From an optimization exercise on the open Yosys and OpenROAD flow, aimed at small area and a short achievable clock period; shortcuts taken in it are not production practice.
RTL that was checked went through simulation tests only; none was proved equivalent to the original.
Function not checked in runs 3 to 7: the RTL went through the layout flow alone.
Power is estimated from default activity; no workload was simulated.

`run.sh`:
```
#!/bin/bash
# synth_recipe.tcl (not shown) runs the flow's synth.tcl, then flattens the netlist and writes it again
# the make line also repeats each setting of config.mk as NAME=value (left out here)
make -C /OpenROAD-flow-scripts/flow DESIGN_CONFIG=/design/flow/config.mk WORK_HOME=/design/flow/orfs CLKGATE_MAP_FILE= SYNTH_SCRIPT=/design/flow/synth_recipe.tcl finish
```
`config.mk`:
```
export PLATFORM = sky130hd
export DESIGN_NAME = btb_top
export DESIGN_NICKNAME = btb_top
export VERILOG_FILES = /design/flow/design.v
export SDC_FILE = /design/flow/constraint.sdc
export NUM_CORES = 4
export LEC_CHECK = 0
export CAP_MARGIN = 20
export CORE_MARGIN = 2
export CORE_UTILIZATION = 40
export SETUP_SLACK_MARGIN = 0.3
export SLEW_MARGIN = 20
```
`constraint.sdc`:
```
create_clock -name core_clock -period 7.0 [get_ports {CLK}]
set_input_delay 1.4000 -clock core_clock [delete_from_list [all_inputs] [get_ports {CLK}]]
set_output_delay 1.4000 -clock core_clock [all_outputs]
set_load 0.01 [all_outputs]
```
`design.v`:
```
module btb_top (
    input  logic        CLK,
    input  logic        RST,
    input  logic        lookup_en,
    input  logic [31:0] lookup_pc,
    output logic        pred_hit,
    output logic        pred_taken,
    output logic [31:0] pred_target,
    input  logic        update_en,
    input  logic [31:0] update_pc,
    input  logic        update_taken,
    input  logic [31:0] update_target,
    input  logic        update_mispredict,
    input  logic        flush_all,
    output logic [15:0] lookup_count,
    output logic [15:0] mispredict_count
);
    branch_target_predictor #(.ENTRIES(16), .CNT_W(2), .STAT_W(16)) u_btb (
        .CLK(CLK),
        .RST(RST),
        .lookup_en(lookup_en),
        .lookup_pc(lookup_pc),
        .pred_hit(pred_hit),
        .pred_taken(pred_taken),
        .pred_target(pred_target),
        .update_en(update_en),
        .update_pc(update_pc),
        .update_taken(update_taken),
        .update_target(update_target),
        .update_mispredict(update_mispredict),
        .flush_all(flush_all),
        .lookup_count(lookup_count),
        .mispredict_count(mispredict_count)
    );
endmodule

module branch_target_predictor #(
    parameter int ENTRIES = 16,
    parameter int CNT_W   = 2,
    parameter int STAT_W  = 32
) (
    input  logic              CLK,
    input  logic              RST,
    input  logic              lookup_en,
    input  logic [31:0]       lookup_pc,
    output logic              pred_hit,
    output logic              pred_taken,
    output logic [31:0]       pred_target,
    input  logic              update_en,
    input  logic [31:0]       update_pc,
    input  logic              update_taken,
    input  logic [31:0]       update_target,
    input  logic              update_mispredict,
    input  logic              flush_all,
    output logic [STAT_W-1:0] lookup_count,
    output logic [STAT_W-1:0] mispredict_count
);
    localparam int IDX_W = $clog2(ENTRIES);
    localparam int TAG_W = 32 - IDX_W - 2;
    localparam logic [CNT_W-1:0] CNT_WEAK = CNT_W'(1) << (CNT_W - 1);
    logic [ENTRIES-1:0] valid;
    logic [TAG_W-1:0]   tags    [ENTRIES];
    logic [31:0]        targets [ENTRIES];
    logic [CNT_W-1:0]   cnts    [ENTRIES];
    logic [IDX_W-1:0] lk_idx;
    logic [TAG_W-1:0] lk_tag;
    logic [IDX_W-1:0] up_idx;
    logic [TAG_W-1:0] up_tag;
    logic             up_hit;
    assign lk_idx = lookup_pc[IDX_W+1:2];
    assign lk_tag = lookup_pc[31:IDX_W+2];
    assign up_idx = update_pc[IDX_W+1:2];
    assign up_tag = update_pc[31:IDX_W+2];
    always_comb begin
        pred_hit    = valid[lk_idx] && (tags[lk_idx] == lk_tag);
        pred_taken  = pred_hit && cnts[lk_idx][CNT_W-1];
        pred_target = pred_hit ? targets[lk_idx] : '0;
    end
    assign up_hit = valid[up_idx] && (tags[up_idx] == up_tag);
    always_ff @(posedge CLK or posedge RST) begin
        if (RST) begin
            valid <= '0;
            for (int unsigned i = 0; i < ENTRIES; i++) begin
                tags[i]    <= '0;
                targets[i] <= '0;
                cnts[i]    <= '0;
            end
        end else if (flush_all) begin
            valid <= '0;
        end else if (update_en) begin
            if (up_hit) begin
                if (update_taken) begin
                    if (cnts[up_idx] != '1)
                        cnts[up_idx] <= cnts[up_idx] + CNT_W'(1);
                    targets[up_idx] <= update_target;
                end else if (cnts[up_idx] != '0) begin
                    cnts[up_idx] <= cnts[up_idx] - CNT_W'(1);
                end
            end else if (update_taken) begin
                valid[up_idx]   <= 1'b1;
                tags[up_idx]    <= up_tag;
                targets[up_idx] <= update_target;
                cnts[up_idx]    <= CNT_WEAK;
            end
        end
    end
    always_ff @(posedge CLK or posedge RST) begin
        if (RST) begin
            lookup_count     <= '0;
            mispredict_count <= '0;
        end else begin
            if (lookup_en && (lookup_count != '1))
                lookup_count <= lookup_count + STAT_W'(1);
            if (update_en && update_mispredict && (mispredict_count != '1))
                mispredict_count <= mispredict_count + STAT_W'(1);
        end
    end
endmodule
```
==> summary.txt, run 1 <==
STA
  – Max-slew headroom: 0.3008
  – Period minus WS final: 6698 ps
  – Max Freq: 149.3 MHz
  – Setup_tns: 0 ps
  – Fin. max-slew vios: 0
  – Setup violators final: 0
  – Final hold violation count: 0
  – Final worst-path cycle share: 0.9569
  – Clock skew: 62.51 ps
  – Measured slew at the worst slew-check pin: 1045 ps
  – Unrepaired setup endpoints after global routing: true

Drt
  – DRT Pass-1 Iters: 8
  – DRC: 0
  – DRT antenna net count: 0
  – Post-Route WL: 181.7 mm
  – Vias: 37.34k
  – Post-DR wirelength/cell: 31.21 um
  – Drt initial violations: ~4.5k
  – Routed vias/inst: 6.414

Die
  – Initial Utilization: 0.4033
  – Area of the die: 0.1255 mm^2
  – Std-Cell Rows: between 100 and 150
  – Chip width: 354.3 um
  – Chip height: 354.3 um
  – I/O pin total: 169
  – Core Region: approximately 0.12 mm^2

Layout
  – Layout area overhead: 17.24%
  – Nets: roughly 4.2k
  – Final core utilization: 0.4728
  – Layout cells sized above 1: 0.3586

Global routing
  – Number of global-route vias before repair: 36.86k
  – Grt ovf: 0
  – Gr usage total: 0.2843
  – Initial antenna violation count: 12
  – First-pass GRT wire length: 264.4 mm
  – Largest net degree at the start of global routing: 160

Clocking
  – CTS max path bufs: 3
  – Clk sinks: 1008
  – Worst-Skew Late Latency: 770 ps
  – CTS tree: yes
  – Root buf cell: clkbuf_16
  – Cts hold-fix bufs: 0
  – Inserted Clock Buffers: 110
  – Max H-tree Level: 3
  – Clock-pin slew on the worst setup and hold paths: around 60 ps

Synth
  – Post-synth ARST share: 1.000
  – Netlist cell types: 85
  – Adder-Cell Fraction of Synth Area: 0.001784
  – Yosys top cell area share: 0.5139
  – Syn nets: about 4.1k
  – Cell area after synthesis: 0.04909 mm^2
  – Simple logic cell fraction of the synthesized area: 0.06171
  – Synth Warn #: 4
  – Seq/Total Area, Yosys: 0.5139
  – Number of synthesized register bits: 1008
  – Gate Count Post-Synth: about 4.0k
  – Largest family of logic cells by synthesized area: multiplexers
  – Primary FF master, synth: dfrtp_1
  – EDFF count, synth: 0
  – Post-Synthesis Mean Instance Area: approximately 12 um^2
  – Synth area leaders: dfrtp_1 (51%), mux2_2 (21%), a22oi_1 (3.5%), clkbuf_1 (1.8%), a221oi_1 (1.8%)
  – Compound-cell area share of the yosys netlist: 0.1289
  – Commonest cells post-synth: dfrtp_1 (1008), mux2_2 (932), clkbuf_1 (237)
  – Synth Area in XOR/XNOR: 0.01178
  – Count leader, synth: dfrtp_1
  – Mux cell area share after synthesis: 0.2442
  – Most area-hungry cell type in the Yosys netlist: dfrtp_1

Power and ir drop
  – Peak VDD IR: 0.2374 mV
  – Total net switching power: 4.121 mW
  – Power per cell area: 262.5 mW/mm^2
  – Sequential share of power: 0.473
  – Leakage: between 20 and 30 nW
  – Power, Total: approximately 15 mW
  – Sw frac: 0.2729
  – Internal: 10.98 mW
  – Clk pwr share: 0.389
  – Combinational share of power: 0.138

Worst setup path
  – Crit path capture type: output pin
  – Reg2reg path depth: 11
  – CP Cell Sequence: buf_8, buf_4, nor4bb_4, buf_4, buf_4, a22o_1, a211oi_1, nand3_1, o22ai_2, xor2_1, nand2_1, nor4_4, buf_4, nand4_1, buf_4, buf_12, buf_12, nor2_1, clkdlybuf4s50_1
  – Crit path max-delay cell type: clkdlybuf4s50_1
  – Crit-path max cell delay: between 500 and 600 ps
  – Critical path arrival: about 5300 ps
  – Most used cell, CP: buf_4
  – Req. time, crit path: 5600 ps
  – RR Startpoint: u_btb.tags[0][9]
  – R2R setup slack: 2120 ps
  – CP Buf/Inv Count: 9
  – R2R Path End: u_btb.tags[5][2]
  – CP Launch Type: input pin
  – Number of cells on the critical path: 19
  – CP Class: in2out
  – Crit Path Max Fanout: 18
  – Crit-path leading delay family: buffers and inverters

Place
  – Final HPWL from detailed placement: 109.5 mm
  – GPL Wtd Cong: 0.9340
  – I/O Buffers: between 150 and 200

Min path
  – Hold depth: 1
  – Worst Hold Path EP: u_btb.lookup_count[11]
  – Hold wc startpoint: u_btb.lookup_count[11]
  – HP Class: reg2reg

Flow run
  – Max-cap violations: 0

Outcome
  – Status: no timing/DRC/antenna violations
-- how the worst max path moves through the flow --
stage                            start                to  slack (ps)
after global routing      lookup_pc[5]   pred_target[21]         270
final                     lookup_pc[5]   pred_target[21]         300
after detailed placement  lookup_pc[2]   pred_target[20]        -260
after CTS                 lookup_pc[2]   pred_target[21]         310
after global placement    lookup_pc[3]    pred_target[2]        -260
after floorplan                    RST  u_btb.cnts[0][0]       -8290
-- cell type report --
cell class / count / area [um^2]
clock buffers: 165 / 3209
clock inverters: 32 / 415.4
well taps: 1625 / 2033
fillers: 11130 / 64170
flip-flops and latches: 1008 / 25220
repair buffers: 411 / 4080
diodes: 7 / 17.52
multi-input cells: 2538 / 22430
inverters: 35 / 135.1
-- per-stage QoR --
step           hold WS [ps]  worst slack [ps]  instances  cell area (um^2)
3_3_place_gp          483.1            -259.8       5603             53570
3_5_place_dp          490.2            -263.5       5603             53570
4_1_cts               503.7             305.8       5814             57430
5_1_grt               513.3             266.6       5816             57530
2_1_floorplan         472.1             -8290       3968             49090
6_report              494.9             301.5       5821             57550
-- timing repair --
item | in CTS | in global routing
pin swaps | 6 | 7
cloned | 2 | 0
gates resized for setup | 27 | 28
buffers inserted | 12 | 0
endpoints found under the setup margin | 34 | 32
-- power by group through the flow --
stage | sequential [mW] | combinational, mW | clock [mW]
after floorplan | 7.10 | 1.36 | 0
after global placement | 7.19 | 2.00 | 0
after detailed placement | 7.22 | 2.04 | 0
after CTS | 7.12 | 2.06 | 5.94
after global routing | 7.23 | 2.23 | 6.18
final | 7.15 | 2.09 | 5.87
-- flip-flops by register name (all words and copies together), names as in the netlist --
register	cells
u_btb.targets	512
u_btb.tags	416
u_btb.cnts	32
u_btb.lookup_count	16
u_btb.mispredict_count	16
u_btb.valid	16
-- placed cells by master, fill, tap and decap left out, types with 12 or more instances in the layout --
cell,Yosys,final
a211oi_1,12,12
a21oi_1,82,82
a221oi_1,99,99
a222oi_1,35,35
a22o_1,99,99
a22oi_1,231,231
a31oi_1,30,29
a32oi_1,19,19
and3_1,22,22
buf_12,0,39
buf_4,24,202
clkbuf_1,237,30
clkbuf_16,0,110
clkbuf_8,0,25
clkdlybuf4s50_1,0,144
clkinv_2,0,16
dfrtp_1,1008,1008
inv_1,32,31
mux2_2,932,932
mux2_4,40,40
mux2i_1,63,63
nand2_1,98,94
nand3_1,158,153
nand4_1,29,29
nor2_1,133,124
nor2b_1,16,15
nor3_1,24,20
nor3_2,10,13
o2111ai_1,16,16
o21ai_0,48,44
o22ai_1,67,63
xnor2_1,36,36
xor2_1,30,30
-- layer usage --
layer | routed length, um | up-vias | global-route usage | share of wire
li1 | - | 15300 | - | -
met1 | 75140 | 19470 | 0.3886 | 0.41
met2 | 80340 | 2048 | 0.4332 | 0.44
met3 | 16800 | 504 | 0.06360 | 0.092
met4 | 9303 | 14 | 0.1252 | 0.051
met5 | 96 | - | 0 | 0.00053
-- cell families after synthesis --
kind of cell    Yosys count
compound gates          833
xor+xnor                 66
fa+ha+maj                 7
buf+inv                 422
flops                  1008
mux                    1047
simple gates            585
==> run 2, diff against run 1 <==
--- a/design.v
+++ b/design.v
@@ -68,4 +68,5 @@
     logic [TAG_W-1:0] up_tag;
     logic             up_hit;
+    logic             up_act;
     assign lk_idx = lookup_pc[IDX_W+1:2];
     assign lk_tag = lookup_pc[31:IDX_W+2];
@@ -78,28 +79,30 @@
     end
     assign up_hit = valid[up_idx] && (tags[up_idx] == up_tag);
+    assign up_act = update_en && !flush_all;
     always_ff @(posedge CLK or posedge RST) begin
-        if (RST) begin
+        if (RST)
             valid <= '0;
-            for (int unsigned i = 0; i < ENTRIES; i++) begin
-                tags[i]    <= '0;
-                targets[i] <= '0;
-                cnts[i]    <= '0;
-            end
-        end else if (flush_all) begin
+        else if (flush_all)
             valid <= '0;
-        end else if (update_en) begin
+        else if (update_en && update_taken)
+            valid[up_idx] <= 1'b1;
+    end
+    always_ff @(posedge CLK) begin
+        if (up_act && update_taken) begin
+            tags[up_idx]    <= up_tag;
+            targets[up_idx] <= update_target;
+        end
+    end
+    always_ff @(posedge CLK) begin
+        if (up_act) begin
             if (up_hit) begin
                 if (update_taken) begin
                     if (cnts[up_idx] != '1)
                         cnts[up_idx] <= cnts[up_idx] + CNT_W'(1);
-                    targets[up_idx] <= update_target;
                 end else if (cnts[up_idx] != '0) begin
                     cnts[up_idx] <= cnts[up_idx] - CNT_W'(1);
                 end
             end else if (update_taken) begin
-                valid[up_idx]   <= 1'b1;
-                tags[up_idx]    <= up_tag;
-                targets[up_idx] <= update_target;
-                cnts[up_idx]    <= CNT_WEAK;
+                cnts[up_idx] <= CNT_WEAK;
             end
         end
==> run 2 against run 1 <==
Against the previous run: still clean on timing, DRC and antenna; core utilization shrank 0.13 points; synthesized cell count decreased by 47%; count of clock-buffer cells in the layout is 27 lower; non-clock buffer count decreased by 166; design area is 12% lower; clock power down 7.5%; final cell count shrank 34%; register-to-register slack better by 1000 ps; combinational power decreased by 51%.
==> summary.txt, run 2 <==
Worst setup path
  – Crit-path max cell delay: 550 ps (about the same)
  – R2R setup slack: 3120 ps (was 2120 ps)
  – Crit Path Max Fanout: 34 (was 18)
  – Reg2reg path depth: 9 (was 11)
  – Crit path capture type: output pin (unchanged)
  – CP Launch Type: input pin (unchanged)
  – CP Class: in2out (unchanged)
  – Number of cells on the critical path: 11 (was 19)
  – CP Buf/Inv Count: 5 (was 9)
  – Req. time, crit path: 5600 ps (about the same)
  – Crit-path leading delay family: buffers and inverters (unchanged)
  – R2R Path End: u_btb.cnts[14][1] (was u_btb.tags[5][2])
  – RR Startpoint: u_btb.tags[11][24] (was u_btb.tags[0][9])
  – CP Cell Sequence: buf_12, buf_12, buf_4, mux4_2, mux4_2, xnor2_1, nand4_1, nor3_2, buf_12, and3_1, clkdlybuf4s50_1 (was buf_8, buf_4, nor4bb_4, buf_4, buf_4, a22o_1, a211oi_1, nand3_1, o22ai_2, xor2_1, nand2_1, nor4_4, buf_4, nand4_1, buf_4, buf_12, buf_12, nor2_1, clkdlybuf4s50_1)
  – Crit path max-delay cell type: clkdlybuf4s50_1 (unchanged)
  – Critical path arrival: 5100 ps (was 5300 ps)
  – Most used cell, CP: buf_12 (was buf_4)

Drt
  – DRT Pass-1 Iters: 5 (was 8)
  – Routed vias/inst: 5.897 (was 6.414)
  – DRT antenna net count: 0 (unchanged)
  – Vias: 22.55k (was 37.34k)
  – Post-Route WL: 114.4 mm (was 181.7 mm)
  – Drt initial violations: 2483 (was 4539)
  – Post-DR wirelength/cell: 29.92 um (was 31.21 um)
  – DRC: 0 (unchanged)

STA
  – Fin. max-slew vios: 0 (unchanged)
  – Period minus WS final: 6502 ps (was 6698 ps)
  – Setup violators final: 0 (unchanged)
  – Slack of the critical path: 498.3 ps (was 301.5 ps)
  – Setup_tns: 0 ps (unchanged)
  – Final hold violation count: 0 (unchanged)
  – Clock skew: 54.38 ps (was 62.51 ps)
  – Unrepaired setup endpoints after global routing: false (was true)
  – Final worst-path cycle share: 0.9288 (was 0.9569)
  – Max-slew headroom: 0.3310 (was 0.3008)
  – Max Freq: 153.8 MHz (was 149.3 MHz)
  – Measured slew at the worst slew-check pin: 1001 ps (was 1045 ps)

Global routing
  – Routing usage on met1: 0.2856 (was 0.3886)
  – Gr usage total: 0.2066 (was 0.2843)
  – GRT busiest layer: met2 (unchanged)
  – Number of global-route vias before repair: 23.78k (was 36.86k)
  – Initial antenna violation count: 11 (was 12)
  – Largest net degree at the start of global routing: 93 (was 160)
  – Grt ovf: 0 (unchanged)
  – Met3 usage: 0.03717 (was 0.06360)
  – Met2 GRT Util: 0.3420 (was 0.4332)
  – First-pass GRT wire length: 167.2 mm (was 264.4 mm)

Power and ir drop
  – Leakage: 16.29 nW (was 25.98 nW)
  – Power per cell area: 260.5 mW/mm^2 (was 262.5 mW/mm^2)
  – Peak VDD IR: 0.2175 mV (was 0.2374 mV)

Synth
  – Synth Warn #: 1 (was 4)
  – Seq/Total Area, Yosys: 0.6903 (was 0.5139)
  – Netlist cell types: 73 (was 85)
  – Yosys top cell area share: 0.6627 (was 0.5139)
  – Post-Synthesis Mean Instance Area: 20.73 um^2 (was 12.37 um^2)
  – EDFF count, synth: 960 (was 0)
  – Post-synth ARST share: 0.04762 (was 1.000)
  – Gate Count Post-Synth: 2098 (was 3968)
  – Primary FF master, synth: edfxtp_1 (was dfrtp_1)
  – Most area-hungry cell type in the Yosys netlist: edfxtp_1 (was dfrtp_1)
  – Count leader, synth: edfxtp_1 (was dfrtp_1)
  – Cell area after synthesis: 0.04350 mm^2 (was 0.04909 mm^2)
  – Commonest cells post-synth: edfxtp_1 (960), mux4_2 (378), mux2i_1 (74) (was dfrtp_1 (1008), mux2_2 (932), clkbuf_1 (237))
  – Synth area leaders: edfxtp_1 (66%), mux4_2 (20%), dfrtp_1 (2.8%), mux2i_1 (1.7%), xnor2_1 (1.2%) (was dfrtp_1 (51%), mux2_2 (21%), a22oi_1 (3.5%), clkbuf_1 (1.8%), a221oi_1 (1.8%))
  – Number of synthesized register bits: 1008 (unchanged)
  – Syn nets: 2208 (was 4078)

Die
  – Chip height: 333.8 um (was 354.3 um)
  – I/O pin total: 169 (unchanged)
  – Std-Cell Rows: 120 (was 128)
  – Core Region: 0.1075 mm^2 (was 0.1217 mm^2)
  – Initial Utilization: 0.4046 (was 0.4033)
  – Chip width: 333.8 um (was 354.3 um)
  – Area of the die: 0.1114 mm^2 (was 0.1255 mm^2)

Layout
  – Largest regs: u_btb.targets x512, u_btb.tags x416, u_btb.cnts x32 (unchanged)
  – Number of flip-flops in the largest register: 512 (unchanged)
  – Layout area overhead: 16.51% (was 17.24%)
  – Final core utilization: 0.4715 (was 0.4728)
  – Register with the highest flop count: u_btb.targets (unchanged)
  – Most common cell after layout, fill and taps aside: edfxtp_1 (was dfrtp_1)
  – Layout cells sized above 1: 0.2712 (was 0.3586)
  – Nets: 2441 (was 4214)
  – Most frequent cells in the layout: edfxtp_1 (960), mux4_2 (378), clkdlybuf4s50_1 (157) (was dfrtp_1 (1008), mux2_2 (932), a22oi_1 (231))
  – Fillers: 8869 (was 11.13k)

Clocking
  – Inserted Clock Buffers: 106 (was 110)
  – CTS max path bufs: 3 (unchanged)
  – Clk sinks: 1008 (unchanged)
  – Worst-Skew Late Latency: 690 ps (was 770 ps)
  – Clock-pin slew on the worst setup and hold paths: 50 ps (was 60 ps)
  – Cts hold-fix bufs: 0 (unchanged)
  – Max H-tree Level: 3 (unchanged)
  – Postcts setup bufs: 0 (was 12)
  – CTS tree: yes (unchanged)
  – Root buf cell: clkbuf_16 (unchanged)

Place
  – I/O Buffers: 164 (unchanged)
  – GPL Wtd Cong: 0.8597 (was 0.9340)
  – Final HPWL from detailed placement: 65.52 mm (was 109.5 mm)
  – DP Worst Slack: 262.5 ps (was -263.5 ps)

Min path
  – HP Class: reg2reg (unchanged)
  – Hold wc startpoint: u_btb.mispredict_count[6] (was u_btb.lookup_count[11])
  – Hold depth: 1 (unchanged)
  – Worst Hold Path EP: u_btb.mispredict_count[6] (was u_btb.lookup_count[11])

Flow run
  – Max-cap violations: 0 (unchanged)

Outcome
  – Status: no timing/DRC/antenna violations (unchanged)
[run 2: cell types whose count changed after synthesis, moves of 91 or more]
| cell | delta |
|---|---|
| clkbuf_1 | -183 |
| edfxtp_1 | +960 |
| mux2_2 | -914 |
| dfrtp_1 | -960 |
| mux4_2 | +367 |
| nand3_1 | -140 |
| a221oi_1 | -91 |
| a22oi_1 | -219 |
| a22o_1 | -93 |
[run 2: logic make-up after synthesis]
| group | synth area share |
|---|---|
| compound gates | 0.01979 |
| xor+xnor | 0.01732 |
| fa+ha+maj | 0.002013 |
| buf+inv | 0.01645 |
| flops | 0.6903 |
| mux | 0.2221 |
| simple gates | 0.03196 |
[run 2: report_power, final]
group	leakage [nW]	total (mW)	switching, mW	internal, mW
Clock	1.64	5.43	2.32	3.11
Combinational	5.38	1.02	0.538	0.480
Sequential	9.28	6.75	0.0661	6.69
[run 2: metrics by stage]
step                cells  total power, mW  cell area [um^2]  hold WS, ps
floorplan            2098            7.453             43500        473.5
finish               3823            13.20             50680        493.6
CTS                  3821            13.32             50650        500.1
global route         3822            13.63             50680        524.9
detailed placement   3624            7.898             47230        476.3
global placement     3624            7.875             47230        479.6
[run 2: cell type report]
class                   instances  area, um^2  share of cell area
diodes                          1       2.502          0.00004937
clock buffers                 138        2835             0.05594
clock inverters                58       523.0             0.01032
inverters                      25       95.09            0.001876
multi-input cells             945       12900              0.2545
flip-flops and latches       1008       30030              0.5925
well taps                    1403        1755             0.03464
repair buffers                245        2545             0.05021
[run 2: worst max path at each step]
| stage | start | endpoint |
|---|---|---|
| 3_3_place_gp | lookup_pc[2] | pred_target[24] |
| 3_5_place_dp | lookup_pc[2] | pred_target[24] |
| 2_1_floorplan | lookup_pc[2] | pred_target[22] |
| 5_1_grt | lookup_pc[2] | pred_target[29] |
| 6_report | lookup_pc[2] | pred_target[29] |
| 4_1_cts | lookup_pc[2] | pred_target[24] |
[run 2: routing by layer]
metal	routed length [um]	vias to the layer above
li1	-	9385
met1	47720	12150
met2	56850	807
met3	7156	185
met4	2553	16
met5	97	-
[run 2: timing repair]
action,in CTS,in global routing
gates cloned,1,0
pin swaps,3,3
gates resized for setup,4,1
endpoints found under the setup margin,4,19
==> run 3, diff against run 2 <==
--- a/design.v
+++ b/design.v
@@ -73,8 +73,15 @@
     assign up_idx = update_pc[IDX_W+1:2];
     assign up_tag = update_pc[31:IDX_W+2];
+    logic [ENTRIES-1:0] lk_sel;
     always_comb begin
-        pred_hit    = valid[lk_idx] && (tags[lk_idx] == lk_tag);
-        pred_taken  = pred_hit && cnts[lk_idx][CNT_W-1];
-        pred_target = pred_hit ? targets[lk_idx] : '0;
+        pred_hit    = 1'b0;
+        pred_taken  = 1'b0;
+        pred_target = '0;
+        for (int i = 0; i < ENTRIES; i++) begin
+            lk_sel[i]   = (lk_idx == IDX_W'(i)) && valid[i] && (tags[i] == lk_tag);
+            pred_hit    = pred_hit | lk_sel[i];
+            pred_taken  = pred_taken | (lk_sel[i] & cnts[i][CNT_W-1]);
+            pred_target = pred_target | ({32{lk_sel[i]}} & targets[i]);
+        end
     end
     assign up_hit = valid[up_idx] && (tags[up_idx] == up_tag);
==> run 3 against run 2 <==
Against the previous run: clock skew fell by 26 ps; first-iteration DRC count rose by 29%; sequential power barely moved; highest routed layer unchanged; critical path type unchanged; final cell count rose by 15%; setup slack got worse by 170 ps; sequential share of layout area fell by 0.63 points; worst hold slack improved by 3.8 ps; still clean on timing, DRC and antenna.
==> summary.txt, run 3 <==
STA
  – Slack of the critical path: 331.0 ps (was 498.3 ps)
  – Max Freq: 149.9 MHz (was 153.8 MHz)
  – Period minus WS final: 6669 ps (was 6502 ps)
  – WHS: 497.4 ps (was 493.6 ps)
  – Setup_tns: 0 ps (unchanged)
  – Measured slew at the worst slew-check pin: 1106 ps (was 1001 ps)
  – Clock skew: 28.56 ps (was 54.38 ps)
  – Final worst-path cycle share: 0.9527 (was 0.9288)
  – Unrepaired setup endpoints after global routing: false (unchanged)
  – Fin. max-slew vios: 0 (unchanged)
  – Setup violators final: 0 (unchanged)
  – Max-slew headroom: 0.2604 (was 0.3310)
  – Final hold violation count: 0 (unchanged)

Synth
  – Yosys top cell area share: 0.6627 (about the same)
  – Primary FF master, synth: edfxtp_1 (unchanged)
  – Count leader, synth: edfxtp_1 (unchanged)
  – Commonest cells post-synth: edfxtp_1 (960), xnor2_1 (449), nand4_1 (155) (was edfxtp_1 (960), mux4_2 (378), mux2i_1 (74))
  – Largest family of logic cells by synthesized area: XOR/XNOR gates (was multiplexers)
  – Mux cell area share after synthesis: 0.06773 (was 0.2221)
  – Synth Warn #: 1 (unchanged)
  – Post-synth ARST share: 0.04762 (unchanged)
  – Number of synthesized register bits: 1008 (unchanged)
  – Netlist cell types: 67 (was 73)
  – Synth area leaders: edfxtp_1 (66%), xnor2_1 (9.0%), mux4_2 (4.0%), a22o_1 (2.9%), a221oi_1 (2.8%) (was edfxtp_1 (66%), mux4_2 (20%), dfrtp_1 (2.8%), mux2i_1 (1.7%), xnor2_1 (1.2%))
  – Post-Synthesis Mean Instance Area: 16.45 um^2 (was 20.73 um^2)
  – Synth Area in XOR/XNOR: 0.09603 (was 0.01732)
  – Most area-hungry cell type in the Yosys netlist: edfxtp_1 (unchanged)
  – Syn nets: 2755 (was 2208)
  – Compound-cell area share of the yosys netlist: 0.07564 (was 0.01979)
  – Adder-Cell Fraction of Synth Area: 0.002013 (about the same)
  – EDFF count, synth: 960 (unchanged)
  – Simple logic cell fraction of the synthesized area: 0.04956 (was 0.03196)
  – Gate Count Post-Synth: 2645 (was 2098)
  – Cell area after synthesis: 0.04350 mm^2 (about the same)
  – Seq/Total Area, Yosys: 0.6903 (about the same)

Global routing
  – Largest net degree at the start of global routing: 68 (was 93)
  – Initial antenna violation count: 5 (was 11)
  – Number of global-route vias before repair: 26.77k (was 23.78k)
  – Gr usage total: 0.2569 (was 0.2066)
  – First-pass GRT wire length: 202.8 mm (was 167.2 mm)
  – Grt ovf: 0 (unchanged)

Worst setup path
  – R2R setup slack: 3100 ps (was 3120 ps)
  – Critical path arrival: 5270 ps (was 5100 ps)
  – CP Launch Type: input pin (unchanged)
  – Crit path capture type: output pin (unchanged)
  – Req. time, crit path: 5600 ps (about the same)
  – Crit Path Max Fanout: 28 (was 34)
  – CP Class: in2out (unchanged)

Layout
  – Layout cells sized above 1: 0.1498 (was 0.2712)
  – Nets: 3016 (was 2441)
  – Number of flip-flops in the largest register: 512 (unchanged)
  – Register with the highest flop count: u_btb.targets (unchanged)
  – Design Area, Final: 0.05122 mm^2 (was 0.05068 mm^2)
  – Layout area overhead: 17.75% (was 16.51%)
  – Most common cell after layout, fill and taps aside: edfxtp_1 (unchanged)
  – Largest regs: u_btb.targets x512, u_btb.tags x416, u_btb.cnts x32 (unchanged)
  – Most frequent cells in the layout: edfxtp_1 (960), xnor2_1 (449), clkdlybuf4s50_1 (161) (was edfxtp_1 (960), mux4_2 (378), clkdlybuf4s50_1 (157))

Drt
  – Post-DR wirelength/cell: 33.00 um (was 29.92 um)
  – Routed vias/inst: 6.105 (was 5.897)
  – DRC: 0 (unchanged)
  – Post-Route WL: 145.1 mm (was 114.4 mm)
  – DRT antenna net count: 0 (unchanged)
  – Drt initial violations: 3192 (was 2483)
  – Vias: 26.84k (was 22.55k)
  – DRT Pass-1 Iters: 7 (was 5)

Place
  – DP Worst Slack: 275.3 ps (was 262.5 ps)
  – GPL Wtd Cong: 0.9622 (was 0.8597)
  – Final HPWL from detailed placement: 92.57 mm (was 65.52 mm)
  – I/O Buffers: 164 (unchanged)
  – Area after DPL: 0.04786 mm^2 (was 0.04723 mm^2)

Clocking
  – Postcts setup bufs: 0 (unchanged)
  – Inserted Clock Buffers: 106 (unchanged)
  – Max H-tree Level: 3 (unchanged)
  – Clock-pin slew on the worst setup and hold paths: 60 ps (was 50 ps)
  – Worst-Skew Late Latency: 690 ps (about the same)
  – Root buf cell: clkbuf_16 (unchanged)
  – Clk sinks: 1008 (unchanged)
  – CTS max path bufs: 3 (unchanged)
  – CTS tree: yes (unchanged)

Die
  – Std-Cell Rows: 120 (unchanged)
  – I/O pin total: 169 (unchanged)
  – Area of the die: 0.1114 mm^2 (about the same)
  – Core Region: 0.1075 mm^2 (unchanged)
  – Chip height: 333.8 um (about the same)
  – Initial Utilization: 0.4047 (was 0.4046)
  – Chip width: 333.8 um (about the same)

Power and ir drop
  – Leakage: 16.06 nW (was 16.29 nW)
  – Power per cell area: 256.7 mW/mm^2 (was 260.5 mW/mm^2)
  – Peak VDD IR: 0.2318 mV (was 0.2175 mV)

Outcome
  – Status: no timing/DRC/antenna violations (unchanged)

Flow run
  – Max-cap violations: 0 (unchanged)

Min path
  – HP Class: reg2reg (unchanged)
[run 3: report_power, final]
group	total (mW)	leakage [nW]	switching, mW	internal, mW
sequential	6.75	9.27	0.0688	6.68
combinational	0.944	5.16	0.563	0.381
clock	5.45	1.63	2.40	3.05
total	13.1	16.1	3.03	10.1
[run 3: metal layers]
layer	track usage	vias up	share of wire
li1	-	11150	-
met1	0.3417	13940	0.40
met2	0.4094	1455	0.47
met3	0.04662	290	0.087
met4	0.1221	8	0.050
met5	0	-	0.00032
[run 3: final cells by class]
cell class | instances | area (um^2)
sequential | 1008 | 30030
timing repair buffer | 301 | 3103
inverter | 25 | 95.09
antenna | 3 | 7.507
multi-input combinational | 1464 | 12880
clock inverter | 71 | 625.6
clock buffer | 122 | 2723
tap | 1403 | 1755
fill | 9080 | 56280
[run 3: timing repair]
action / 4_1_cts / 5_1_grt
endpoints found under the hold margin: 0 / 0
resized for setup: 1 / 0
endpoints found under the setup margin: 1 / 0
hold buffers: 0 / 0
[run 3: kinds of logic after synthesis]
logic type               Yosys count
XOR/XNOR                         477
adder cells (fa/ha/maj)            7
flip-flops                      1008
AO/OA/AOI/OAI                    392
buffers and inverters            173
AND/OR/NAND/NOR                  395
multiplexers                     193
[run 3: worst max-delay path: stages]
cell and delay, ps:
clkdlybuf4s50_1 780, xnor2_1 360, nand4_1 110, nor4_1 540, nand2_1 190, nor4_2 460, buf_12 290, a22o_1 190
a221oi_1 50, nand4_1 220, clkdlybuf4s50_1 590
[run 3: metrics by stage]
step | utilization | power, mW | instances
floorplan | - | 7.332 | 2645
global placement | 0.4452 | 7.796 | 4201
detailed placement | 0.4452 | 7.811 | 4201
CTS | 0.4764 | 13.20 | 4394
global route | 0.4764 | 13.49 | 4395
finish | 0.4765 | 13.15 | 4397
[run 3: final timing paths]
kind | startpoint | end | depth (start not counted)
worst min register to register | u_btb.lookup_count[15] | u_btb.lookup_count[15] | 1
worst min-delay path | u_btb.lookup_count[15] | u_btb.lookup_count[15] | 1
worst max register to register | u_btb.tags[11][10] | u_btb.cnts[3][1] | 9
min in group asynchronous | RST | u_btb.lookup_count[11] | 2
max in group asynchronous | RST | u_btb.valid[6] | 2
worst max-delay path | lookup_pc[31] | pred_target[14] | 11
==> run 4, diff against run 3 <==
--- a/config.mk
+++ b/config.mk
@@ -8,5 +8,5 @@
 export CAP_MARGIN = 20
 export CORE_MARGIN = 2
-export CORE_UTILIZATION = 40
-export SETUP_SLACK_MARGIN = 0.3
+export CORE_UTILIZATION = 55
+export SETUP_SLACK_MARGIN = 2.0
 export SLEW_MARGIN = 20
==> run 4 against run 3 <==
Against the previous run: wire length rose by 13%; design area rose by 11%; global-route usage rose by 14 points; die area fell by 27%; largest power group unchanged; clock power up 2%; first-iteration DRC count rose by 44%; critical endpoint is now pred_target[13]; setup slack gained 1300 ps.
==> summary.txt, run 4 <==
Clocking
  – Worst-Skew Late Latency: 680 ps (was 690 ps)
  – CTS max path bufs: 3 (unchanged)
  – CTS tree: yes (unchanged)
  – Cts hold-fix bufs: 0 (unchanged)
  – Root buf cell: clkbuf_16 (unchanged)
  – Clock-pin slew on the worst setup and hold paths: 60 ps (about the same)
  – Max H-tree Level: 3 (unchanged)
  – Inserted Clock Buffers: 101 (was 106)
  – Clk sinks: 1008 (unchanged)

Global routing
  – Grt ovf: 0 (unchanged)
  – Largest net degree at the start of global routing: 71 (was 68)
  – First-pass GRT wire length: 223.2 mm (was 202.8 mm)
  – Gr usage total: 0.3979 (was 0.2569)
  – Number of global-route vias before repair: 28.31k (was 26.77k)
  – Initial antenna violation count: 8 (was 5)

Worst setup path
  – Number of cells on the critical path: 14 (was 11)
  – CP Launch Type: input pin (unchanged)
  – RR Startpoint: u_btb.tags[9][10] (was u_btb.tags[11][10])
  – CP Cell Sequence: buf_8, buf_12, xnor2_1, nand4_1, nor4_2, nand2_1, nor4_4, buf_6, buf_12, buf_16, a22o_1, a221oi_2, nand4_1, buf_2 (was clkdlybuf4s50_1, xnor2_1, nand4_1, nor4_1, nand2_1, nor4_2, buf_12, a22o_1, a221oi_1, nand4_1, clkdlybuf4s50_1)
  – Crit-path leading delay family: simple AND/OR/NAND/NOR gates (was buffers and inverters)
  – Reg2reg path depth: 9 (unchanged)
  – Crit-path max cell delay: 350 ps (was 780 ps)
  – R2R setup slack: 3070 ps (was 3100 ps)
  – Crit Path Max Fanout: 17 (was 28)
  – R2R Path End: u_btb.cnts[2][1] (was u_btb.cnts[3][1])
  – Critical path arrival: 3990 ps (was 5270 ps)
  – Req. time, crit path: 5600 ps (about the same)
  – Crit path from: lookup_pc[14] (was lookup_pc[31])
  – CP Class: in2out (unchanged)
  – Crit path capture type: output pin (unchanged)
  – Worst Setup EP: pred_target[13] (was pred_target[14])
  – Crit path max-delay cell type: xnor2_1 (was clkdlybuf4s50_1)
  – CP Buf/Inv Count: 6 (was 3)

Drt
  – DRT Pass-1 Iters: 8 (was 7)
  – DRT antenna net count: 0 (unchanged)
  – Drt initial violations: 4611 (was 3192)
  – DRC: 0 (unchanged)
  – Post-Route WL: 163.6 mm (was 145.1 mm)
  – Vias: 29.48k (was 26.84k)
  – Post-DR wirelength/cell: 37.88 um (was 33.00 um)
  – Routed vias/inst: 6.824 (was 6.105)

Flow run
  – Max-cap violations: 0 (unchanged)

Outcome
  – Status: no timing/DRC/antenna violations (unchanged)

Synth
  – Post-synth ARST share: 0.04762 (unchanged)
  – Mux cell area share after synthesis: 0.06773 (unchanged)
  – Yosys top cell area share: 0.6627 (unchanged)
  – Adder-Cell Fraction of Synth Area: 0.002013 (unchanged)
  – Primary FF master, synth: edfxtp_1 (unchanged)
  – Largest family of logic cells by synthesized area: XOR/XNOR gates (unchanged)
  – Gate Count Post-Synth: 2645 (unchanged)
  – Count leader, synth: edfxtp_1 (unchanged)
  – Synth area leaders: edfxtp_1 (66%), xnor2_1 (9.0%), mux4_2 (4.0%), a22o_1 (2.9%), a221oi_1 (2.8%) (unchanged)
  – Compound-cell area share of the yosys netlist: 0.07564 (unchanged)
  – Cell area after synthesis: 0.04350 mm^2 (unchanged)
  – Number of synthesized register bits: 1008 (unchanged)
  – Post-Synthesis Mean Instance Area: 16.45 um^2 (unchanged)
  – Netlist cell types: 67 (unchanged)
  – EDFF count, synth: 960 (unchanged)
  – Synth Warn #: 1 (unchanged)
  – Simple logic cell fraction of the synthesized area: 0.04956 (unchanged)
  – Synth Area in XOR/XNOR: 0.09603 (unchanged)
  – Most area-hungry cell type in the Yosys netlist: edfxtp_1 (unchanged)
  – Seq/Total Area, Yosys: 0.6903 (unchanged)
  – Commonest cells post-synth: edfxtp_1 (960), xnor2_1 (449), nand4_1 (155) (unchanged)
  – Syn nets: 2755 (unchanged)

Min path
  – Hold wc startpoint: u_btb.mispredict_count[9] (was u_btb.lookup_count[15])
  – Hold depth: 1 (unchanged)
  – HP Class: reg2reg (unchanged)

Die
  – Initial Utilization: 0.5534 (was 0.4047)
  – Core Region: 0.07861 mm^2 (was 0.1075 mm^2)
  – Chip width: 285.2 um (was 333.8 um)
  – Area of the die: 0.08136 mm^2 (was 0.1114 mm^2)
  – Std-Cell Rows: 103 (was 120)
  – I/O pin total: 169 (unchanged)
  – Chip height: 285.2 um (was 333.8 um)

STA
  – Max Freq: 185.7 MHz (was 149.9 MHz)
  – Period minus WS final: 5385 ps (was 6669 ps)
  – Final worst-path cycle share: 0.7693 (was 0.9527)
  – Slack of the critical path: 1615 ps (was 331.0 ps)
  – Measured slew at the worst slew-check pin: 1103 ps (was 1106 ps)
  – Max-slew headroom: 0.2582 (was 0.2604)
  – Clock skew: 32.79 ps (was 28.56 ps)
  – Final hold violation count: 0 (unchanged)
  – Setup violators final: 0 (unchanged)
  – Fin. max-slew vios: 0 (unchanged)
  – Setup_tns: 0 ps (unchanged)
  – Unrepaired setup endpoints after global routing: true (was false)

Layout
  – Most common cell after layout, fill and taps aside: edfxtp_1 (unchanged)
  – Layout area overhead: 31.11% (was 17.75%)
  – Largest regs: u_btb.targets x512, u_btb.tags x416, u_btb.cnts x32 (unchanged)
  – Nets: 3291 (was 3016)
  – Register with the highest flop count: u_btb.targets (unchanged)
  – Number of flip-flops in the largest register: 512 (unchanged)
  – Layout cells sized above 1: 0.3017 (was 0.1498)
  – Most frequent cells in the layout: edfxtp_1 (960), xnor2_1 (311), buf_4 (195) (was edfxtp_1 (960), xnor2_1 (449), clkdlybuf4s50_1 (161))

Place
  – I/O Buffers: 164 (unchanged)
  – GPL Wtd Cong: 1.020 (was 0.9622)
  – Final HPWL from detailed placement: 90.45 mm (was 92.57 mm)
  – DP Worst Slack: 354.5 ps (was 275.3 ps)

Power and ir drop
  – Power per cell area: 235.8 mW/mm^2 (was 256.7 mW/mm^2)
  – Leakage: 19.59 nW (was 16.06 nW)
  – Peak VDD IR: 0.2263 mV (was 0.2318 mV)
  – Power, Total: 13.45 mW (was 13.15 mW)
[run 4: cell counts after synthesis]
Identical to the previous run, type by type.
[run 4: cell type report]
cell class | count | area (um^2)
antenna | 5 | 12.51
clock buffer | 127 | 2665
clock inverter | 60 | 703.2
fill | 4893 | 21580
inverter | 25 | 95.09
multi-input combinational | 1464 | 14910
sequential | 1008 | 30030
tap | 1050 | 1314
timing repair buffer | 581 | 7308
[run 4: metrics by stage]
stage / area (um^2) / utilization / instances / hold WS [ps]
finish: 57030 / 0.7255 / 4320 / 491.7
global route: 57030 / 0.7254 / 4317 / 514.1
CTS: 56240 / 0.7154 / 4287 / 492.2
detailed placement: 47650 / 0.6061 / 3856 / 480.2
global placement: 47650 / 0.6061 / 3856 / 474.1
floorplan: 43780 / - / 2645 / 472.3
[run 4: kinds of logic after synthesis]
family                   count (synthesis)
multiplexers                           193
XOR/XNOR                               477
adder cells (fa/ha/maj)                  7
flip-flops                            1008
buffers and inverters                  173
AND/OR/NAND/NOR                        395
AO/OA/AOI/OAI                          392
[run 4: worst min-delay path by stage]
| stage | to | slack, ps |
|---|---|---|
| after floorplan | u_btb.valid[11] | 470 |
| after global placement | u_btb.mispredict_count[9] | 470 |
| after detailed placement | u_btb.mispredict_count[9] | 480 |
| after CTS | u_btb.mispredict_count[9] | 490 |
| after global routing | u_btb.lookup_count[15] | 510 |
| final | u_btb.mispredict_count[9] | 490 |
[run 4: where the power goes]
| group | internal (mW) | total [mW] | switching (mW) |
|---|---|---|---|
| logic | 0.504 | 1.14 | 0.634 |
| registers | 6.68 | 6.76 | 0.0726 |
| clock network | 3.16 | 5.55 | 2.39 |
| total | 10.3 | 13.4 | 3.10 |
[run 4: timing repair]
item	4_1_cts	5_1_grt
endpoints found under the setup margin	82	82
pin swaps	156	72
gates cloned	44	1
gates resized for setup	696	71
buffers inserted	200	27
[run 4: per-layer routing]
layer | global-route usage | up-vias | routed length, um
li1 | - | 11740 | -
met1 | 0.5324 | 15040 | 58430
met2 | 0.6062 | 2231 | 74910
met3 | 0.08984 | 468 | 19350
met4 | 0.2284 | 6 | 10920
met5 | 0 | - | 32
==> run 5, diff against run 4 <==
--- a/config.mk
+++ b/config.mk
@@ -11,2 +11,3 @@
 export SETUP_SLACK_MARGIN = 2.0
 export SLEW_MARGIN = 20
+export TNS_END_PERCENT = 20
==> run 5 against run 4 <==
Against the previous run: sequential cell count is the same; global-route usage down 0.51 points; clock skew down 2.2 ps; maximum frequency decreased by 2.4%; first-iteration DRC count shrank 1.9%; critical endpoint is now pred_target[25]; clock power up 0.7%; combinational power is essentially flat; register-to-register slack lost 70 ps; largest cell class unchanged; count of clock-buffer cells in the layout grew 3.
==> summary.txt, run 5 <==
Synth
  – Post-Synthesis Mean Instance Area: 16.45 um^2 (unchanged)
  – Count leader, synth: edfxtp_1 (unchanged)
  – Primary FF master, synth: edfxtp_1 (unchanged)
  – Cell area after synthesis: 0.04350 mm^2 (unchanged)
  – EDFF count, synth: 960 (unchanged)
  – Commonest cells post-synth: edfxtp_1 (960), xnor2_1 (449), nand4_1 (155) (unchanged)
  – Syn nets: 2755 (unchanged)
  – Most area-hungry cell type in the Yosys netlist: edfxtp_1 (unchanged)
  – Gate Count Post-Synth: 2645 (unchanged)
  – Seq/Total Area, Yosys: 0.6903 (unchanged)
  – Synth Warn #: 1 (unchanged)
  – Yosys top cell area share: 0.6627 (unchanged)
  – Netlist cell types: 67 (unchanged)
  – Number of synthesized register bits: 1008 (unchanged)
  – Synth area leaders: edfxtp_1 (66%), xnor2_1 (9.0%), mux4_2 (4.0%), a22o_1 (2.9%), a221oi_1 (2.8%) (unchanged)
  – Post-synth ARST share: 0.04762 (unchanged)

Clocking
  – CTS max path bufs: 3 (unchanged)
  – Worst-Skew Late Latency: 690 ps (was 680 ps)
  – Max H-tree Level: 3 (unchanged)
  – Inserted Clock Buffers: 103 (was 101)
  – Clock-pin slew on the worst setup and hold paths: 60 ps (about the same)
  – Clk sinks: 1008 (unchanged)
  – Root buf cell: clkbuf_16 (unchanged)
  – CTS tree: yes (unchanged)
  – Cts hold-fix bufs: 0 (unchanged)

Drt
  – DRT antenna net count: 0 (unchanged)
  – Post-Route WL: 163.3 mm (was 163.6 mm)
  – Drt initial violations: 4522 (was 4611)
  – Vias: 29.39k (was 29.48k)
  – DRC: 0 (unchanged)
  – Routed vias/inst: 6.864 (was 6.824)
  – DRT Pass-1 Iters: 5 (was 8)
  – Post-DR wirelength/cell: 38.14 um (was 37.88 um)

Global routing
  – First-pass GRT wire length: 221.3 mm (was 223.2 mm)
  – Gr usage total: 0.3928 (was 0.3979)
  – Largest net degree at the start of global routing: 69 (was 71)
  – Grt ovf: 0 (unchanged)
  – Initial antenna violation count: 7 (was 8)
  – Number of global-route vias before repair: 28.13k (was 28.31k)

STA
  – Setup_tns: 0 ps (unchanged)
  – Final worst-path cycle share: 0.7884 (was 0.7693)
  – Measured slew at the worst slew-check pin: 1268 ps (was 1103 ps)
  – Unrepaired setup endpoints after global routing: true (unchanged)
  – Clock skew: 30.61 ps (was 32.79 ps)
  – Period minus WS final: 5519 ps (was 5385 ps)
  – Setup violators final: 0 (unchanged)
  – Max-slew headroom: 0.1467 (was 0.2582)
  – Final hold violation count: 0 (unchanged)
  – Fin. max-slew vios: 0 (unchanged)
  – Max Freq: 181.2 MHz (was 185.7 MHz)

Layout
  – Design Area, Final: 0.05628 mm^2 (was 0.05703 mm^2)
  – Most frequent cells in the layout: edfxtp_1 (960), xnor2_1 (310), buf_4 (201) (was edfxtp_1 (960), xnor2_1 (311), buf_4 (195))
  – Most common cell after layout, fill and taps aside: edfxtp_1 (unchanged)
  – Register with the highest flop count: u_btb.targets (unchanged)
  – Layout cells sized above 1: 0.2838 (was 0.3017)
  – Largest regs: u_btb.targets x512, u_btb.tags x416, u_btb.cnts x32 (unchanged)
  – Nets: 3252 (was 3291)
  – Fillers: 5017 (was 4893)
  – Final core utilization: 0.7159 (was 0.7255)
  – Layout area overhead: 29.37% (was 31.11%)
  – Number of flip-flops in the largest register: 512 (unchanged)

Die
  – I/O pin total: 169 (unchanged)
  – Std-Cell Rows: 103 (unchanged)
  – Chip height: 285.2 um (unchanged)
  – Core Region: 0.07861 mm^2 (unchanged)
  – Initial Utilization: 0.5534 (unchanged)
  – Area of the die: 0.08136 mm^2 (unchanged)
  – Chip width: 285.2 um (unchanged)

Worst setup path
  – Critical path arrival: 4120 ps (was 3990 ps)
  – CP Class: in2out (unchanged)
  – CP Launch Type: input pin (unchanged)
  – Crit path capture type: output pin (unchanged)
  – Crit Path Max Fanout: 12 (was 17)
  – Req. time, crit path: 5600 ps (about the same)

Power and ir drop
  – Leakage: 19.22 nW (was 19.59 nW)
  – Power per cell area: 239.4 mW/mm^2 (was 235.8 mW/mm^2)
  – Peak VDD IR: 0.2237 mV (was 0.2263 mV)

Flow run
  – Max-cap violations: 0 (unchanged)

Place
  – Final HPWL from detailed placement: 90.85 mm (was 90.45 mm)
  – GPL Wtd Cong: 0.9836 (was 1.020)
  – I/O Buffers: 164 (unchanged)
  – Area after DPL: 0.04755 mm^2 (was 0.04765 mm^2)

Outcome
  – Status: no timing/DRC/antenna violations (unchanged)

Min path
  – HP Class: reg2reg (unchanged)
-- run 5: cell counts after synthesis --
No cell type changed its count.
-- run 5: layout make-up --
cell class / count / area (um^2) / share of cell area
Antenna cell: 4 / 10.01 / 0.0001778
Clock buffer: 130 / 2791 / 0.04960
Clock inverter: 61 / 644.4 / 0.01145
Inverter: 25 / 95.09 / 0.001690
Multi-Input combinational cell: 1464 / 14760 / 0.2623
Sequential cell: 1008 / 30030 / 0.5335
Tap cell: 1050 / 1314 / 0.02334
Timing Repair Buffer: 540 / 6634 / 0.1179
-- run 5: cell families after synthesis --
kind of cell / count (synthesis) / synth area share
XOR/XNOR: 477 / 0.09603
AO/OA/AOI/OAI: 392 / 0.07564
buffers and inverters: 173 / 0.01875
multiplexers: 193 / 0.06773
adder cells (fa/ha/maj): 7 / 0.002013
AND/OR/NAND/NOR: 395 / 0.04956
flip-flops: 1008 / 0.6903
-- run 5: metal layers --
metal | share of wire | GRT usage | up-vias
li1 | - | - | 11660
met1 | 0.37 | 0.5337 | 15030
met2 | 0.46 | 0.6056 | 2226
met3 | 0.11 | 0.08456 | 470
met4 | 0.065 | 0.1969 | 6
met5 | 0.00021 | 0 | -
-- run 5: through the flow --
step | worst slack [ps] | power (mW) | instances | hold slack [ps]
after detailed placement | 350.2 | 7.816 | 3859 | 483.7
after global routing | 1518 | 13.77 | 4278 | 508.6
final | 1481 | 13.48 | 4282 | 499.1
after floorplan | 1142 | 7.332 | 2645 | 472.3
after CTS | 1606 | 13.42 | 4232 | 490.9
after global placement | 351.0 | 7.800 | 3859 | 479.9
-- run 5: repair_timing --
item / CTS / global route
endpoints found under the hold margin: 0 / 0
gates resized for setup: 622 / 114
pin swaps: 105 / 60
setup endpoints to repair: 35 / 70
buffers inserted: 140 / 39
cloned: 42 / 7
-- run 5: path summary, 6_finish.rpt --
check                                       startpoint                endpoint  slack, ps  cells after the start
worst min register to register  u_btb.lookup_count[12]  u_btb.lookup_count[12]        500                      1
worst max register to register      u_btb.tags[11][24]        u_btb.cnts[4][0]       3000                      9
worst min-delay path            u_btb.lookup_count[12]  u_btb.lookup_count[12]        500                      1
worst max-delay path                     lookup_pc[23]         pred_target[25]       1480                     12
min in group asynchronous                          RST   u_btb.lookup_count[1]       1190                      2
max in group asynchronous                          RST          u_btb.valid[9]       5310                      2
-- run 5: critical path: stages --
cell and delay, ps:
buf_4 160, buf_12 170, xnor2_1 470, nand4_1 360, nor4_4 350, buf_12 190
buf_16 150, buf_12 160, a22o_1 180, a221oi_1 100, nand4_1 200, buf_2 170
-- run 5: where the power goes --
part | total [mW] | switching (mW) | internal, mW
clock | 5.59 | 2.42 | 3.18
sequential | 6.76 | 0.0741 | 6.68
combinational | 1.13 | 0.632 | 0.493
==> run 6, diff against run 5 <==
--- a/design.v
+++ b/design.v
@@ -74,14 +74,23 @@
     assign up_tag = update_pc[31:IDX_W+2];
     logic [ENTRIES-1:0] lk_sel;
+    logic [TAG_W-1:0]   rd_tag;
+    logic [31:0]        rd_target;
+    logic               rd_valid;
+    logic               rd_cnt;
     always_comb begin
-        pred_hit    = 1'b0;
-        pred_taken  = 1'b0;
-        pred_target = '0;
+        rd_tag    = '0;
+        rd_target = '0;
+        rd_valid  = 1'b0;
+        rd_cnt    = 1'b0;
         for (int i = 0; i < ENTRIES; i++) begin
-            lk_sel[i]   = (lk_idx == IDX_W'(i)) && valid[i] && (tags[i] == lk_tag);
-            pred_hit    = pred_hit | lk_sel[i];
-            pred_taken  = pred_taken | (lk_sel[i] & cnts[i][CNT_W-1]);
-            pred_target = pred_target | ({32{lk_sel[i]}} & targets[i]);
+            lk_sel[i] = (lk_idx == IDX_W'(i));
+            rd_tag    = rd_tag    | ({TAG_W{lk_sel[i]}} & tags[i]);
+            rd_target = rd_target | ({32{lk_sel[i]}} & targets[i]);
+            rd_valid  = rd_valid  | (lk_sel[i] & valid[i]);
+            rd_cnt    = rd_cnt    | (lk_sel[i] & cnts[i][CNT_W-1]);
         end
+        pred_hit    = rd_valid && (rd_tag == lk_tag);
+        pred_taken  = pred_hit && rd_cnt;
+        pred_target = pred_hit ? rd_target : '0;
     end
     assign up_hit = valid[up_idx] && (tags[up_idx] == up_tag);
--- a/config.mk
+++ b/config.mk
@@ -11,3 +11,2 @@
 export SETUP_SLACK_MARGIN = 2.0
 export SLEW_MARGIN = 20
-export TNS_END_PERCENT = 20
==> run 6 against run 5 <==
Against the previous run: still clean; sequential power is essentially flat; global-route usage shrank 2.5 points; count of clock-buffer cells in the layout grew 7; register-to-register slack lost 50 ps; combinational power is essentially flat; critical path depth grew 7.
==> summary.txt, run 6 <==
Drt
  – Post-Route WL: 146.7 mm (was 163.3 mm)
  – DRC: 0 (unchanged)
  – Post-DR wirelength/cell: 36.48 um (was 38.14 um)
  – Vias: 28.39k (was 29.39k)
  – DRT Pass-1 Iters: 8 (was 5)
  – Routed vias/inst: 7.060 (was 6.864)
  – Drt initial violations: 4177 (was 4522)
  – DRT antenna net count: 0 (unchanged)

Outcome
  – Status: no timing/DRC/antenna violations (unchanged)

Die
  – Core Region: 0.07620 mm^2 (was 0.07861 mm^2)
  – Std-Cell Rows: 101 (was 103)
  – Chip height: 281.9 um (was 285.2 um)
  – I/O pin total: 169 (unchanged)
  – Chip width: 281.9 um (was 285.2 um)
  – Area of the die: 0.07946 mm^2 (was 0.08136 mm^2)
  – Initial Utilization: 0.5574 (was 0.5534)

Synth
  – Post-synth ARST share: 0.04762 (unchanged)
  – Netlist cell types: 88 (was 67)
  – Commonest cells post-synth: edfxtp_1 (960), a22oi_1 (261), mux4_2 (103) (was edfxtp_1 (960), xnor2_1 (449), nand4_1 (155))
  – Count leader, synth: edfxtp_1 (unchanged)
  – Number of synthesized register bits: 1008 (unchanged)
  – Gate Count Post-Synth: 2529 (was 2645)
  – Primary FF master, synth: edfxtp_1 (unchanged)
  – EDFF count, synth: 960 (unchanged)
  – Synth area leaders: edfxtp_1 (68%), mux4_2 (5.5%), a22oi_1 (4.6%), dfrtp_1 (2.8%), mux2i_1 (1.6%) (was edfxtp_1 (66%), xnor2_1 (9.0%), mux4_2 (4.0%), a22o_1 (2.9%), a221oi_1 (2.8%))
  – Post-Synthesis Mean Instance Area: 16.79 um^2 (was 16.45 um^2)
  – Syn nets: 2639 (was 2755)
  – Seq/Total Area, Yosys: 0.7070 (was 0.6903)
  – Cell area after synthesis: 0.04247 mm^2 (was 0.04350 mm^2)
  – Synth Warn #: 1 (unchanged)
  – Yosys top cell area share: 0.6787 (was 0.6627)
  – Most area-hungry cell type in the Yosys netlist: edfxtp_1 (unchanged)

Clocking
  – Clock-pin slew on the worst setup and hold paths: 60 ps (about the same)
  – CTS max path bufs: 3 (unchanged)
  – Worst-Skew Late Latency: 690 ps (about the same)
  – Root buf cell: clkbuf_16 (unchanged)
  – Clk sinks: 1008 (unchanged)
  – CTS tree: yes (unchanged)
  – Max H-tree Level: 3 (unchanged)
  – Inserted Clock Buffers: 104 (was 103)

Layout
  – Layout cells sized above 1: 0.2225 (was 0.2838)
  – Nets: 3010 (was 3252)
  – Non-Filler Instances: 4022 (was 4282)
  – Largest regs: u_btb.targets x512, u_btb.tags x416, u_btb.cnts x32 (unchanged)
  – Final core utilization: 0.6677 (was 0.7159)
  – Register with the highest flop count: u_btb.targets (unchanged)
  – Design Area, Final: 0.05088 mm^2 (was 0.05628 mm^2)
  – Layout area overhead: 19.80% (was 29.37%)
  – Multi-input combinational cell area: 0.01196 mm^2 (was 0.01476 mm^2)
  – Fillers: 5287 (was 5017)
  – Number of flip-flops in the largest register: 512 (unchanged)
  – Most common cell after layout, fill and taps aside: edfxtp_1 (unchanged)
  – Register Area: 0.03003 mm^2 (unchanged)
  – Most frequent cells in the layout: edfxtp_1 (960), a22oi_1 (258), buf_4 (203) (was edfxtp_1 (960), xnor2_1 (310), buf_4 (201))

Global routing
  – Grt ovf: 0 (unchanged)
  – Number of global-route vias before repair: 27.58k (was 28.13k)
  – Largest net degree at the start of global routing: 59 (was 69)
  – First-pass GRT wire length: 203.9 mm (was 221.3 mm)
  – Gr usage total: 0.3680 (was 0.3928)
  – Initial antenna violation count: 13 (was 7)

Power and ir drop
  – Power, Total: 13.21 mW (was 13.48 mW)
  – Power per cell area: 259.6 mW/mm^2 (was 239.4 mW/mm^2)
  – Leakage: 17.01 nW (was 19.22 nW)
  – Peak VDD IR: 0.2385 mV (was 0.2237 mV)

Worst setup path
  – CP Launch Type: input pin (unchanged)
  – CP Class: in2out (unchanged)
  – R2R Path End: u_btb.cnts[8][1] (was u_btb.cnts[4][0])
  – Reg2reg path depth: 9 (unchanged)
  – Crit path from: lookup_pc[4] (was lookup_pc[23])
  – Crit path capture type: output pin (unchanged)
  – Req. time, crit path: 5600 ps (about the same)
  – RR Startpoint: u_btb.tags[9][0] (was u_btb.tags[11][24])
  – R2R setup slack: 2950 ps (was 3000 ps)
  – Worst Setup EP: pred_target[9] (was pred_target[25])
  – Critical path arrival: 4880 ps (was 4120 ps)
  – Crit Path Max Fanout: 25 (was 12)

STA
  – Setup violators final: 0 (unchanged)
  – Setup_tns: 0 ps (unchanged)
  – Clock skew: 30.41 ps (was 30.61 ps)
  – Final hold violation count: 0 (unchanged)
  – Period minus WS final: 6279 ps (was 5519 ps)
  – Unrepaired setup endpoints after global routing: true (unchanged)
  – Fin. max-slew vios: 0 (unchanged)
  – Final worst-path cycle share: 0.8970 (was 0.7884)
  – Max-slew headroom: 0.1892 (was 0.1467)
  – Slack of the critical path: 721.2 ps (was 1481 ps)
  – Max Freq: 159.3 MHz (was 181.2 MHz)
  – WHS: 499.8 ps (was 499.1 ps)
  – Measured slew at the worst slew-check pin: 1213 ps (was 1268 ps)

Place
  – DP Worst Slack: -157.8 ps (was 350.2 ps)
  – Area after DPL: 0.04674 mm^2 (was 0.04755 mm^2)
  – Placed Cells: 3775 (was 3859)
  – Final HPWL from detailed placement: 86.09 mm (was 90.85 mm)
  – I/O Buffers: 164 (unchanged)
  – GPL Wtd Cong: 1.003 (was 0.9836)

Flow run
  – Max-cap violations: 0 (unchanged)

Min path
  – HP Class: reg2reg (unchanged)
  – Hold depth: 1 (unchanged)
run 6: cell count changes after synthesis, moves of 27 or more:
cell,change
xnor2_1,-385
a22o_1,-67
clkbuf_1,-34
nor2_1,+29
a22oi_1,+242
nand3_1,+47
o21a_1,+33
nor4_1,-27
a221oi_1,-74
mux2i_1,-27
nand4_1,-112
run 6: worst max-delay path, cell delays in order:
cell and delay (ps):
buf_16 180, buf_6 160, nor4_4 50, buf_4 170
buf_4 170, buf_4 170, a22oi_2 230, o2111ai_2 180
a221oi_4 350, buf_4 180, xor2_1 140, nand4_1 250
nor4_4 340, buf_6 170, buf_12 160, buf_6 120
buf_6 120, o21a_1 130, buf_2 130
run 6: repair_timing:
item	CTS	global route
hold endpoints to repair	0	0
endpoints found under the setup margin	54	78
gates resized for setup	220	23
hold buffers	0	0
gates cloned	6	1
pin swaps	20	14
setup buffers	28	14
run 6: per-layer routing:
metal,global-route usage,share of wire,vias to the layer above
met5,0,0.00035,-
li1,-,-,11320
met1,0.4991,0.37,14600
met4,0.1822,0.056,8
met3,0.07690,0.11,469
met2,0.5709,0.46,2000
run 6: logic make-up (layout without fill, tap and decap cells):
group                      Yosys count  after routing  share of synthesized area
buffers and inverters              187            642                    0.02318
adders and majority gates            7              7                   0.002062
and+or+nand+nor                    417            417                    0.05279
muxes                              209            209                    0.08210
xor gates and xnor gates            97             97                    0.02000
AOI/OAI and AO/OA                  604            604                     0.1128
DFF                               1008           1008                     0.7070
other                                0              8                          0
run 6: where the power goes:
| group | leakage [nW] | internal, mW | switching [mW] |
|---|---|---|---|
| clock | 1.59 | 3.01 | 2.33 |
| combinational | 6.14 | 0.461 | 0.658 |
| sequential | 9.28 | 6.69 | 0.0679 |
run 6: how the worst min path moves through the flow:
stage | start | end | slack (ps)
4_1_cts | u_btb.mispredict_count[4] | u_btb.mispredict_count[4] | 500
6_report | u_btb.mispredict_count[14] | u_btb.mispredict_count[14] | 500
3_5_place_dp | u_btb.mispredict_count[4] | u_btb.mispredict_count[4] | 490
5_1_grt | u_btb.mispredict_count[4] | u_btb.mispredict_count[4] | 520
3_3_place_gp | u_btb.mispredict_count[7] | u_btb.mispredict_count[7] | 480
2_1_floorplan | u_btb.valid[10] | u_btb.valid[10] | 470
run 6: layout make-up:
cell class / instances / area share
flip-flops and latches: 1008 / 0.5902
repair buffers: 427 / 0.08287
multi-input cells: 1334 / 0.2351
inverters: 25 / 0.001869
clock inverters: 53 / 0.01065
well taps: 1030 / 0.02533
clock buffers: 137 / 0.05358
diodes: 8 / 0.0003934
==> run 7, diff against run 6 <==
--- a/config.mk
+++ b/config.mk
@@ -8,5 +8,5 @@
 export CAP_MARGIN = 20
 export CORE_MARGIN = 2
-export CORE_UTILIZATION = 55
-export SETUP_SLACK_MARGIN = 2.0
+export CORE_UTILIZATION = 40
+export SETUP_SLACK_MARGIN = 3.0
 export SLEW_MARGIN = 20
==> run 7 against run 6 <==
Against the previous run: core utilization fell by 17 points; die area increased by 37%; critical path type unchanged; critical endpoint is now pred_target[22]; combinational power increased by 8%.
==> summary.txt, run 7 <==
STA
  – Unrepaired setup endpoints after global routing: true (unchanged)
  – Max-slew headroom: 0.3840 (was 0.1892)
  – Fin. max-slew vios: 0 (unchanged)
  – Slack of the critical path: 695.1 ps (was 721.2 ps)
  – Clock skew: 55.20 ps (was 30.41 ps)
  – Period minus WS final: 6305 ps (was 6279 ps)

Clocking
  – Worst-Skew Late Latency: 690 ps (about the same)
  – Clk sinks: 1008 (unchanged)
  – Inserted Clock Buffers: 104 (unchanged)
  – CTS max path bufs: 3 (unchanged)
  – CTS tree: yes (unchanged)

Synth
  – Primary FF master, synth: edfxtp_1 (unchanged)
  – Count leader, synth: edfxtp_1 (unchanged)
  – Commonest cells post-synth: edfxtp_1 (960), a22oi_1 (261), mux4_2 (103) (unchanged)
  – Yosys top cell area share: 0.6787 (unchanged)
  – Post-Synthesis Mean Instance Area: 16.79 um^2 (unchanged)
  – Most area-hungry cell type in the Yosys netlist: edfxtp_1 (unchanged)
  – Syn nets: 2639 (unchanged)
  – Number of synthesized register bits: 1008 (unchanged)
  – EDFF count, synth: 960 (unchanged)
  – Netlist cell types: 88 (unchanged)

Layout
  – Register with the highest flop count: u_btb.targets (unchanged)
  – Fillers: 8533 (was 5287)
  – Largest regs: u_btb.targets x512, u_btb.tags x416, u_btb.cnts x32 (unchanged)
  – Layout cells sized above 1: 0.2582 (was 0.2225)
  – Multi-input combinational cell area: 0.01237 mm^2 (was 0.01196 mm^2)
  – Most frequent cells in the layout: edfxtp_1 (960), a22oi_1 (259), buf_4 (208) (was edfxtp_1 (960), a22oi_1 (258), buf_4 (203))
  – Most common cell after layout, fill and taps aside: edfxtp_1 (unchanged)

Drt
  – Vias: 28.77k (was 28.39k)
  – DRT antenna net count: 0 (unchanged)
  – DRC: 0 (unchanged)
  – Post-Route WL: 153.7 mm (was 146.7 mm)
  – Routed vias/inst: 6.505 (was 7.060)
  – DRT Pass-1 Iters: 8 (unchanged)

Die
  – Initial Utilization: 0.4035 (was 0.5574)
  – I/O pin total: 169 (unchanged)

Worst setup path
  – CP Class: in2out (unchanged)
  – Most used cell, CP: buf_12
  – Critical path arrival: 4900 ps (was 4880 ps)
  – Crit path capture type: output pin (unchanged)
  – CP Cell Sequence: buf_12, bufbuf_16, and4b_4, buf_4, a222oi_1, and3_1, nand3_1, xor2_2, nor4_2, buf_4, nand4_1, nor4_4, buf_12, buf_12, buf_16, o21a_1, buf_2 (was buf_16, buf_6, nor4_4, buf_4, buf_4, buf_4, a22oi_2, o2111ai_2, a221oi_4, buf_4, xor2_1, nand4_1, nor4_4, buf_6, buf_12, buf_6, buf_6, o21a_1, buf_2)

Outcome
  – Status: no timing/DRC/antenna violations (unchanged)

Power and ir drop
  – Combinational share of power: 0.089 (was 0.085)
  – Peak VDD IR: 0.2195 mV (was 0.2385 mV)
  – Power, Total: 13.63 mW (was 13.21 mW)

Place
  – Final HPWL from detailed placement: 89.53 mm (was 86.09 mm)
  – I/O Buffers: 164 (unchanged)

Global routing
  – Grt ovf: 0 (unchanged)
  – Gr usage total: 0.2781 (was 0.3680)
==> run 7: cell counts after synthesis <==
No cell type changed its count.
==> run 7: per-layer routing <==
layer	routed length, um	GRT usage	up-vias
li1	-	-	11420
met1	56830	0.3700	14670
met2	69770	0.4271	2174
met3	18770	0.07236	491
met4	8297	0.1324	12
met5	80	0	-
==> run 7: path summary, 6_finish.rpt <==
kind / startpoint / to / slack [ps] / cells after the start
setup / recovery: lookup_pc[2] / pred_target[22] / 700 / 17
hold / removal: u_btb.mispredict_count[7] / u_btb.mispredict_count[7] / 500 / 1
setup reg to reg: u_btb.tags[15][18] / u_btb.cnts[4][0] / 3500 / 11
hold reg to reg: u_btb.mispredict_count[7] / u_btb.mispredict_count[7] / 500 / 1
max in group asynchronous: RST / u_btb.lookup_count[14] / 5310 / 2
min in group asynchronous: RST / u_btb.mispredict_count[14] / 1170 / 2
==> run 7: kinds of logic after synthesis <==
family / count (synthesis) / share of synthesized area
compound gates: 604 / 0.1128
xor+xnor: 97 / 0.02000
fa+ha+maj: 7 / 0.002062
buf+inv: 187 / 0.02318
flops: 1008 / 0.7070
mux: 209 / 0.08210
simple gates: 417 / 0.05279
==> run 7: worst register-to-register path: cells and delay by family (launching register included) <==
family	cells	cell delay [ps]
AND/OR/NAND/NOR	3	850
AO/OA/AOI/OAI	5	1090
flip-flops	1	420
buffers and inverters	2	370
multiplexers	1	480
==> run 7: cell type report <==
class | count | area share
diodes | 6 | 0.0002841
clock buffers | 132 | 0.05320
clock inverters | 51 | 0.01257
inverters | 25 | 0.001894
multi-input cells | 1334 | 0.2341
flip-flops and latches | 1008 | 0.5682
well taps | 1391 | 0.03293
repair buffers | 475 | 0.09681
==> run 7: repair_timing <==
action | in CTS | in global routing
endpoints found under the hold margin | 0 | 0
setup buffers | 69 | 26
gates cloned | 15 | 2
resized for setup | 271 | 87
setup endpoints to repair | 500 | 412
pin swaps | 39 | 28
==> run 7: power by group through the flow <==
stage               Sequential (mW)  Clock (mW)  Combinational, mW
global route                   6.76        5.95               1.25
floorplan                      6.88           0              0.507
finish                         6.75        5.67               1.21
global placement               6.87           0               1.03
CTS                            6.75        5.72               1.16
detailed placement             6.88           0               1.04
